This design comes from an exercise in tuning for small area, a short achievable clock period and few clock cycles on the open sky130 flow, not from production work. RTL that was checked went through simulation tests only; none was proved equivalent to the original. No activity file was given, so power comes from the tool's default toggle rates.

==> flow/design.v (excerpt) <==
module isp_top (
    input  logic             clk,
    input  logic             rst_n,
    input  logic             in_valid,
    input  logic             in_mode,
    input  isp_pkg::ratio_t  in_ratio_mode,
    input  logic             pix_valid,
    input  isp_pkg::beat_t   pix_data,
    output logic             busy,
    output logic             out_valid,
    output isp_pkg::result_t out_data
);
clock: 8.0 ns
lec_check: 0
abc_area: 1
cap_margin: 20
core_margin: 2
core_utilization: 60
cts_buf_list: sky130_fd_sc_hd__clkbuf_16 sky130_fd_sc_hd__clkbuf_8
cts_cluster_diameter: 100
cts_cluster_size: 25
setup_slack_margin: 5
slew_margin: 20
standard.sh (not shown) runs the stock make flow with config.mk's settings and CLKGATE_MAP_FILE= SYNTH_SCRIPT=/design/flow/synth_recipe.tcl, a recipe that flattens the netlist after the stock synthesis.
==> flow/flow/run.sh <==
#!/bin/bash
# The standard layout (standard.sh), with plain buffers (buf_1) on the
# ports instead of the delay buffers buffer_ports picks by default, and
# timing repair aimed at a setup slack of 5.35 ns.
set -euo pipefail
mkdir -p logs
export BUFFER_PORTS_ARGS="-buffer_cell sky130_fd_sc_hd__buf_1"
bash standard.sh SETUP_SLACK_MARGIN=5.35 finish > logs/standard.log 2>&1
The first run ran to the end with no violations.
==> next run, changes <==
==> flow/flow/run.sh (replaced) <==
#!/bin/bash
# The standard layout (standard.sh), with plain buffers (buf_1) on the
# ports instead of the delay buffers buffer_ports picks by default, and
# timing repair aimed at a setup slack of 5.3 ns.
set -euo pipefail
mkdir -p logs
export BUFFER_PORTS_ARGS="-buffer_cell sky130_fd_sc_hd__buf_1"
bash standard.sh SETUP_SLACK_MARGIN=5.3 finish > logs/standard.log 2>&1
The new run completed with no timing, DRC or antenna violations.
Register-to-register slack is about the same.
Cell count decreases slightly.
Setup slack hardly moves.
Cell area went down by a few percent.
Routed wire length is lower slightly.
Sequential power stays flat.
Synthesized cell count stays the same.
Critical path depth is unchanged.
No functional check of the RTL was part of any run of this note.


Setup of zinc:
isp_top, a different RTL version from the one above (not shown whole).
Size: ~2300 cells after synthesis, ~560 flip-flops, about 150 I/O pins, ~25000 sq um of cells after synthesis.
Settings: LEC_CHECK=0, ABC_AREA=1, CAP_MARGIN=20, CORE_MARGIN=2, CORE_UTILIZATION=60, CTS_BUF_LIST=sky130_fd_sc_hd__clkbuf_16 sky130_fd_sc_hd__clkbuf_8, CTS_CLUSTER_DIAMETER=120, CTS_CLUSTER_SIZE=30, SETUP_SLACK_MARGIN=5, SLEW_MARGIN=20; clock period 8.0 ns.
==> flow/flow/run.sh <==
#!/bin/bash
# The standard layout (standard.sh), with plain buffers (buf_1) on the
# ports instead of the delay buffers buffer_ports picks by default, and
# timing repair aimed at a setup slack of 5.3 ns.
set -euo pipefail
mkdir -p logs
export BUFFER_PORTS_ARGS="-buffer_cell sky130_fd_sc_hd__buf_1"
bash standard.sh SETUP_SLACK_MARGIN=5.3 finish > logs/standard.log 2>&1
Testbench counts of zinc, summed over its fixed seeds: cycles 18,626.
### zinc -> cedar
diff --git a/flow/config.mk b/flow/config.mk
--- a/flow/config.mk
+++ b/flow/config.mk
@@ -8 +8 @@
-export ABC_AREA = 1
+export ABC_AREA = 0
@@ -12,2 +12 @@
-export CTS_BUF_LIST = sky130_fd_sc_hd__clkbuf_16 sky130_fd_sc_hd__clkbuf_8
-export CTS_CLUSTER_DIAMETER = 120
+export CTS_CLUSTER_DIAMETER = 80
Results
- Relative to zinc, count of different cell masters after synthesis has increased by 40% in cedar.
- Sum of buffers and inverters on the critical path for cedar: 1 down relative to zinc
- In cedar, the synthesis-to-finish area growth came out 2.9 points above the value in zinc.


Another version of the RTL of isp_top (not shown whole).
Size: ~0.027 mm² of cells after synthesis.
Settings: LEC_CHECK=0, CAP_MARGIN=20, CORE_MARGIN=2, CORE_UTILIZATION=40, SETUP_SLACK_MARGIN=5, SLEW_MARGIN=20; clock period 8.0 ns.
run.sh (not shown) runs the stock make flow with config.mk's settings and CLKGATE_MAP_FILE= SYNTH_SCRIPT=/design/flow/synth_recipe.tcl, a recipe that flattens the netlist after the stock synthesis.
Stock flow here: none of the scripts above is used.
The first run passed the timing, DRC and antenna checks.
Testbench counts at the start, summed over its fixed seeds: cycles 18,560.
==> next run, changes <==
--- a/flow/config.mk
+++ b/flow/config.mk
@@ -7,2 +7,3 @@
 export LEC_CHECK = 0
+export ABC_AREA = 1
 export CAP_MARGIN = 20
Result: Final area rises slightly. Routed wire length went up by a few percent. Core utilization fell by 0.93 points. Power came out higher slightly. Synthesized cell count came out higher by a quarter to a third. Via count came out higher by about a fifth.


## job 5193
Another version of the RTL of isp_top (not shown whole).
Size: about 2300 cells after synthesis, roughly 560 flip-flops, ~150 I/O pins, ~25000 µm² of cells after synthesis.
Settings: LEC_CHECK=0, ABC_AREA=1, CAP_MARGIN=20, CORE_MARGIN=2, CORE_UTILIZATION=60, CTS_CLUSTER_DIAMETER=80, CTS_CLUSTER_SIZE=30, SETUP_SLACK_MARGIN=5, SLEW_MARGIN=20; clock period 8.0 ns.
standard.sh (not shown) runs the stock make flow with config.mk's settings and CLKGATE_MAP_FILE= SYNTH_SCRIPT=/design/flow/synth_recipe.tcl, a recipe that flattens the netlist after the stock synthesis.
==> flow/flow/run.sh <==
#!/bin/bash
# The standard layout (standard.sh), with plain buffers (buf_1) on the
# ports instead of the delay buffers buffer_ports picks by default.
set -euo pipefail
mkdir -p logs
export BUFFER_PORTS_ARGS="-buffer_cell sky130_fd_sc_hd__buf_1"
bash standard.sh > logs/standard.log 2>&1
Testbench counts of job 5193, summed over its fixed seeds: cycles 18,626.
Setup changes, job 5193 to job 2242
==> flow/flow/run.sh <==
#!/bin/bash
# The standard layout (standard.sh), with plain buffers (buf_1) on the
# ports instead of the delay buffers buffer_ports picks by default, and
# timing repair aimed at a setup slack of 5 ns.
set -euo pipefail
mkdir -p logs
export BUFFER_PORTS_ARGS="-buffer_cell sky130_fd_sc_hd__buf_1"
bash standard.sh SETUP_SLACK_MARGIN=5 finish > logs/standard.log 2>&1
==> run notes <==
Diff job 2242..job 5193 | fill cell total of the finished layout | unchanged. Diff job 5193..job 2242 | final instance area | unchanged. Comparing job 5193 against job 2242, there is no change at all in number of buffers inserted during clock tree synthesis. From job 5193 to job 2242, leakage power of the design did not move at all. Job 2242 -> job 5193: total design power delta 0, exact match. | combinational share of power | job 5193 vs job 2242 | ≈ equal |. Job 5193 -> job 2242: register-to-register slack flat. | sequential power | job 5193 vs job 2242 | ≈ equal |. From job 5193 to job 2242 the numbers moved as follows: number of non-clock buffers in the layout about even; flip-flop and latch count barely changed.
What job 4755 does differently from job 2242 at the input level:
- TNS_END_PERCENT: unset -> 10
==> comparison <==
Job 2242 did not stop at any stage, and its layout met the timing, DRC and antenna checks. Having completed the whole flow, job 4755 delivered a layout that passed the timing, DRC and antenna checks. Via density per instance: lower on job 2242. On non-clock buffer area fraction after layout, job 4755 tracks job 2242 almost exactly. Going from job 2242 to job 4755, clock power up about 5%, portion of the clock cycle consumed by the worst path in the final layout comparable. Taking job 2242 as the reference, in job 4755 synthesis-to-finish area growth held, number of buffer and inverter stages on the critical path went up 1, minimum setup slack in the final design went up 5.8 ps, slew at the pin closest to its max-slew limit went down 21 ps. Side by side, non-clock buffer count in the final layout turned out higher in job 4755 than in job 2242. Diff job 2242..job 4755 | area of the die | unchanged.


Another version of the RTL of isp_top (not shown whole).
Size: ~2400 cells after synthesis, about 560 flip-flops, ~150 I/O pins.
make LEC_CHECK=0 ABC_AREA=1 CAP_MARGIN=20 CORE_MARGIN=2 CORE_UTILIZATION=60 CTS_CLUSTER_DIAMETER=80 CTS_CLUSTER_SIZE=30 SETUP_SLACK_MARGIN=5 SLEW_MARGIN=20 finish   # period 8.0 ns
run.sh (not shown) runs the stock make flow with config.mk's settings and CLKGATE_MAP_FILE= SYNTH_SCRIPT=/design/flow/synth_recipe.tcl, a recipe that flattens the netlist after the stock synthesis.
Stock flow here: none of the scripts above is used.
Testbench counts at the start, summed over its fixed seeds: cycles 18,629.
Rerun with:
==> flow/flow/run.sh (new file) <==
#!/bin/bash
# The standard layout (standard.sh), with plain buffers (buf_1) on the
# ports instead of the delay buffers buffer_ports picks by default.
set -euo pipefail
mkdir -p logs
export BUFFER_PORTS_ARGS="-buffer_cell sky130_fd_sc_hd__buf_1"
bash standard.sh > logs/standard.log 2>&1
==> flow/standard.sh (new file) <==
#!/bin/bash
# synth_recipe.tcl (not shown) runs the flow's synth.tcl, then flattens the netlist and writes it again
# the make line also repeats each setting of config.mk as NAME=value (left out here)
make -C /OpenROAD-flow-scripts/flow DESIGN_CONFIG=/design/flow/config.mk WORK_HOME=/design/flow/orfs CLKGATE_MAP_FILE= SYNTH_SCRIPT=/design/flow/synth_recipe.tcl "${@:-finish}"
CORE_UTILIZATION = 65   (was 60)
removed: flow/run.sh
=> Combinational power went down by a few percent; synthesized area stays the same; setup slack improves by 0.067 ns; first-iteration DRC count went up by about a fifth.


## P
RTL: one of the versions met above, not the one the previous note started from.
For scale: roughly 2,900 cells after synthesis, roughly 550 flip-flops, roughly 28,000 µm² of cells after synthesis.
export LEC_CHECK = 0
export ABC_AREA = 1
export CAP_MARGIN = 20
export CORE_MARGIN = 2
export CORE_UTILIZATION = 40
export CTS_CLUSTER_DIAMETER = 80
export CTS_CLUSTER_SIZE = 30
export SETUP_SLACK_MARGIN = 5
export SLEW_MARGIN = 20
create_clock -name core_clock -period 8.0 [get_ports {clk}]
Stock flow here: none of the scripts above is used.
Testbench counts of P, summed over its fixed seeds: cycles 18,560.
Setup changes, P to Q
- CTS_CLUSTER_SIZE removed (was 30)
- CTS_CLUSTER_DIAMETER removed (was 80)
- CTS_BUF_LIST newly set to sky130_fd_sc_hd__clkbuf_8
--- outcome ---
Both conditions hold for Q: the flow ran to the end and the final layout passed the timing, DRC and antenna checks.
In summary, P completed successfully, with a layout that passed the timing, DRC and antenna checks.
Lower proportion of layout cells with a drive suffix above 1 goes to P over Q.
Delta(cell area, Q - P) > 0
Q and P ended up with roughly the same power consumed by combinational cells.
Compared with P, Q shows a iteration count of the initial detailed-routing pass that is 1 higher.
Looking at P and Q, the sequential cell area in the final layout is a wash.
Compared with P, Q shows number of gates resized after CTS that has gone down by more than 10%.
Diff P -> Q | cell count | increase of about 2.7%
Q: met1 routed wirelength after detailed routing is about 0.9% higher than what P reported.
P and Q ended up with nearly the same footprint of the multi-input gates.

-- static timing again, ports no longer ideal --
The results above use ideal ports. As a check the final layouts listed here were re-extracted and re-timed, cells and wires unchanged.
Step 1 sets driving cells, clkbuf_16 on the clock port and buf_2 on the other inputs (assumed; they add their load-dependent delay and slew).
Step 2 also shifts input and output timing later by t, the mid clock arrival at the registers, as if the neighbouring blocks saw the same clock.
a / b / c = ideal ports / drivers / drivers and shift; a / b = the first two.
run	shift t [ns]	slack for setup (ns)	worst setup path at the end
the first run of note 1	0.636	5.306 / 5.301 / 4.700	input to register
the second run of note 1	0.633	5.309 / 5.290 / 4.709	input to register
zinc	0.626	5.312 / 5.306 / 4.713	input to register
cedar	0.641	5.165 / 5.165 / 4.687	input to register
the first run of note 3	0.691	4.763 / 4.763 / 4.379	input to register
the second run of note 3	0.675	5.026 / 5.007 / 4.390	input to register
job 5193	0.633	5.094 / 5.115 / 4.483	input to register
job 2242	0.633	5.094 / 5.115 / 4.483	input to register
job 4755	0.646	5.100 / 5.127 / 4.481	input to register
the first run of note 5	0.645	5.033 / 5.053 / 4.415	input to register
the second run of note 5	0.645	5.100 / 5.100 / 4.492	input to register
P	0.664	5.029 / 5.020 / 4.401	input to register
Q	0.734	5.045 / 5.033 / 4.335	input to register
After both steps setup and hold are still met in every run listed. For Q, which loses most, drivers alone change the setup slack by -0.012 ns; drivers and shift together by -0.710 ns.
